This design comes from an exercise in tuning for small area, a short achievable clock period and few clock cycles on the open sky130 flow, not from production work. RTL that was checked went through simulation tests only; none was proved equivalent to the original. Power is estimated from default activity; no workload was simulated.

==> flow/design.v <==
package rt_pkg;
    localparam int unsigned CAMERA_IW = 16;
    localparam int unsigned CAMERA_QW = 16;
    localparam int unsigned CAMERA_WL = CAMERA_IW + CAMERA_QW;
endpackage
module rt_rgu #(
    parameter int unsigned WL = rt_pkg::CAMERA_WL
) (
    input  logic [WL-1:0] base,
    input  logic [WL-1:0] delta,
    input  logic          cin,
    output logic [WL-1:0] next
);
    localparam int unsigned LV = $clog2(WL);
    logic [(LV+1)*WL-1:0] g, p;
    logic [WL-1:0]        hp;
    assign hp = base ^ delta;
    always_comb begin
        g = '0;
        p = '0;
        g[WL-1:0] = base & delta;
        p[WL-1:0] = hp;
        g[0] = (base[0] & delta[0]) | (hp[0] & cin);
        for (int l = 0; l < LV; l++) begin
            for (int i = 0; i < WL; i++) begin
                if (((i >> l) & 1) == 1) begin
                    g[(l+1)*WL + i] = g[l*WL + i]
                                    | (p[l*WL + i] & g[l*WL + ((i >> l) << l) - 1]);
                    p[(l+1)*WL + i] = p[l*WL + i] & p[l*WL + ((i >> l) << l) - 1];
                end else begin
                    g[(l+1)*WL + i] = g[l*WL + i];
                    p[(l+1)*WL + i] = p[l*WL + i];
                end
            end
        end
        next = hp ^ {g[LV*WL +: WL-1], cin};
    end
endmodule
module rt_frag_stream #(
    parameter int unsigned IW = rt_pkg::CAMERA_IW,
    parameter int unsigned QW = rt_pkg::CAMERA_QW
) (
    input  logic          clk,
    input  logic          resetn,
    input  logic          start,
    input  logic          abort,
    output logic          busy,
    output logic          done,
    input  logic [31:0]   image_width,
    input  logic [31:0]   image_height,
    input  logic [31:0]   camera_center_x,
    input  logic [31:0]   camera_center_y,
    input  logic [31:0]   camera_center_z,
    input  logic [31:0]   pixel_delta_u_x,
    input  logic [31:0]   pixel_delta_u_y,
    input  logic [31:0]   pixel_delta_u_z,
    input  logic [31:0]   pixel_delta_v_x,
    input  logic [31:0]   pixel_delta_v_y,
    input  logic [31:0]   pixel_delta_v_z,
    input  logic [31:0]   pixel_00_loc_x,
    input  logic [31:0]   pixel_00_loc_y,
    input  logic [31:0]   pixel_00_loc_z,
    output logic          m_valid,
    input  logic          m_ready,
    output logic [31:0]   m_data,
    output logic          m_last
);
    logic [IW-1:0] img_w, img_h;
    logic          unused_bits;
    logic busy_q, init_q, valid_q, done_q;
    logic          lc_q, lr_q, last_q, w1_q;
    logic [IW-1:0] xrem_q, yrem_q, w_q;
    logic [31:0]   acc_q, row_q, step_q;
    logic          idle, hs, adv, row_start, row_en, lc_a, lr_a;
    logic [IW-1:0] xdec, ydec;
    logic [31:0]   sum;
    assign img_w = image_width[QW +: IW];
    assign img_h = image_height[QW +: IW];
    assign unused_bits = ^{image_width[QW-1:0], image_height[QW-1:0],
                           camera_center_y, camera_center_z,
                           pixel_delta_u_y, pixel_delta_u_z,
                           pixel_delta_v_y, pixel_delta_v_z,
                           pixel_00_loc_y, pixel_00_loc_z};
    assign idle      = ~(init_q | valid_q);
    assign hs        = valid_q & m_ready;
    assign adv       = init_q | hs;
    assign row_start = init_q | lc_q;
    assign xdec      = xrem_q - IW'(1);
    assign ydec      = yrem_q - IW'(1);
    rt_rgu #(
        .WL (32)
    ) u_rgu (
        .base  (lc_q ? row_q : acc_q),
        .delta (step_q),
        .cin   (init_q),
        .next  (sum)
    );
    always_comb begin
        lc_a = lc_q ? w1_q : (xrem_q == IW'(2));
        lr_a = row_start ? (yrem_q == IW'(1)) : lr_q;
    end
    always_ff @(posedge clk or negedge resetn) begin
        if (!resetn) begin
            busy_q  <= 1'b0;
            init_q  <= 1'b0;
            valid_q <= 1'b0;
            done_q  <= 1'b0;
        end else begin
            done_q <= 1'b0;
            init_q <= 1'b0;
            if (abort) begin
                busy_q  <= 1'b0;
                valid_q <= 1'b0;
            end else if (!busy_q) begin
                if (start) begin
                    if (img_w != '0 && img_h != '0) begin
                        busy_q <= 1'b1;
                        init_q <= 1'b1;
                    end else begin
                        done_q <= 1'b1;
                    end
                end
            end else if (init_q) begin
                valid_q <= 1'b1;
            end else if (hs && last_q) begin
                busy_q  <= 1'b0;
                valid_q <= 1'b0;
                done_q  <= 1'b1;
            end
        end
    end
    assign row_en = idle | (adv & row_start);
    always_ff @(posedge clk) begin
        step_q <= idle ? ~camera_center_x
                : ((adv ? lc_a : lc_q) ? pixel_delta_v_x : pixel_delta_u_x);
        if (row_en) begin
            row_q  <= idle ? pixel_00_loc_x : sum;
            yrem_q <= idle ? img_h : ydec;
        end
        if (idle) begin
            w_q    <= img_w;
            w1_q   <= (img_w == IW'(1));
        end
        if (idle | adv) begin
            lc_q   <= idle | lc_a;
        end
        if (adv) begin
            acc_q  <= sum;
            xrem_q <= lc_q ? w_q : xdec;
            lr_q   <= lr_a;
            last_q <= lc_a & lr_a;
        end
    end
    assign busy    = busy_q;
    assign done    = done_q;
    assign m_valid = valid_q;
    assign m_data  = acc_q;
    assign m_last  = last_q;
endmodule
==> flow/config.mk <==
export PLATFORM = sky130hd
export DESIGN_NAME = rt_frag_stream
export DESIGN_NICKNAME = rt_frag_stream
export VERILOG_FILES = /design/flow/design.v
export SDC_FILE = /design/flow/constraint.sdc
export NUM_CORES = 4
export LEC_CHECK = 0
export CAP_MARGIN = 20
export CORE_MARGIN = 2
export CORE_UTILIZATION = 40
export SLEW_MARGIN = 20
export TNS_END_PERCENT = 0
==> flow/constraint.sdc <==
create_clock -name core_clock -period 10.0 [get_ports {clk}]
set_input_delay 2.0000 -clock core_clock [delete_from_list [all_inputs] [get_ports {clk}]]
set_output_delay 2.0000 -clock core_clock [all_outputs]
set_load 0.01 [all_outputs]
standard.sh (not shown) runs the stock make flow with config.mk's settings and CLKGATE_MAP_FILE= SYNTH_SCRIPT=/design/flow/synth_recipe.tcl, a recipe that flattens the netlist after the stock synthesis.
==> flow/flow/run.sh <==
#!/bin/bash
# Standard ORFS layout with small port buffers, a compact clock tree and a
# tighter setup target for the resizer's timing repair. Each ORFS step keeps
# its full log under orfs/logs; make's own output goes to standard_make.log.
set -euo pipefail
export BUFFER_PORTS_ARGS="-buffer_cell sky130_fd_sc_hd__buf_1"
export CTS_ARGS="-sink_clustering_enable -repair_clock_nets -buf_list {sky130_fd_sc_hd__clkbuf_8} -sink_clustering_size 30 -sink_clustering_max_diameter 100 -dont_use_dummy_load"
bash standard.sh BUFFER_PORTS_ARGS="$BUFFER_PORTS_ARGS" CTS_ARGS="$CTS_ARGS" SETUP_SLACK_MARGIN=7.0 finish > standard_make.log 2>&1
Change:
--- a/flow/design.v
+++ b/flow/design.v
@@ -70,9 +70,9 @@
     logic busy_q, init_q, valid_q, done_q;
     logic          lc_q, lr_q, last_q, w1_q;
     logic [IW-1:0] xrem_q, yrem_q, w_q;
     logic [31:0]   acc_q, row_q, step_q;
-    logic          idle, hs, adv, row_start, row_en, lc_a, lr_a;
+    logic          idle, hs, adv, row_start, row_adv, lc_a, lr_a, lc_d;
     logic [IW-1:0] xdec, ydec;
     logic [31:0]   sum;
     assign img_w = image_width[QW +: IW];
     assign img_h = image_height[QW +: IW];
@@ -128,22 +128,18 @@
                 done_q  <= 1'b1;
             end
         end
     end
-    assign row_en = idle | (adv & row_start);
+    assign row_adv = adv & row_start;
+    assign lc_d    = idle | (adv ? lc_a : lc_q);
     always_ff @(posedge clk) begin
-        step_q <= idle ? ~camera_center_x
-                : ((adv ? lc_a : lc_q) ? pixel_delta_v_x : pixel_delta_u_x);
-        if (row_en) begin
-            row_q  <= idle ? pixel_00_loc_x : sum;
-            yrem_q <= idle ? img_h : ydec;
-        end
+        step_q <= lc_d ? (idle ? ~camera_center_x : pixel_delta_v_x) : pixel_delta_u_x;
+        row_q  <= row_adv ? sum : (idle ? pixel_00_loc_x : row_q);
+        yrem_q <= row_adv ? ydec : (idle ? img_h : yrem_q);
+        lc_q   <= lc_d;
         if (idle) begin
             w_q    <= img_w;
             w1_q   <= (img_w == IW'(1));
-        end
-        if (idle | adv) begin
-            lc_q   <= idle | lc_a;
         end
         if (adv) begin
             acc_q  <= sum;
             xrem_q <= lc_q ? w_q : xdec;
=> Count of clock-buffer cells in the layout does not change; synthesized area is lower by 2.9%; sequential power goes up by about 2%; final area goes down by 3.6%; power falls by 1.1%; register-to-register slack gets better by 280 ps; global-route usage rose by 2.1 points; hold slack got worse by 7.7 ps; first-iteration DRC count went up by 14%.
Testbench counts after the change, summed over its fixed seeds: cycles 25,740.
Function not checked in the first run of this note: the RTL went through the layout flow alone.

==> re-timing with driven ports <==
No port has a modelled driver above. Below, the same layouts with a new extraction and two added sets of constraints.
Step 1 assumes that a clkbuf_16 drives the clock port and a buf_2 every other input.
Step 2 moves the port delays by t, midway between the first and last clock arrival at a register: inputs arrive t later, outputs are due t later. That takes back most of the time a late clock gives input paths.
Slacks: ideal / step 1 / step 2; pairs: ideal / step 1.
run | shift t [ns] | setup WS [ns] | worst setup path after step 2
the first run | 0.471 | 6.488 / 6.488 / 6.183 | input to register
the second run | 0.478 | 6.769 / 6.769 / 6.307 | input to register
After both steps every run listed still meets setup and hold. The setup slack of the second run, which loses most, moves by 0.000 ns with the drivers and by -0.462 ns with both steps.
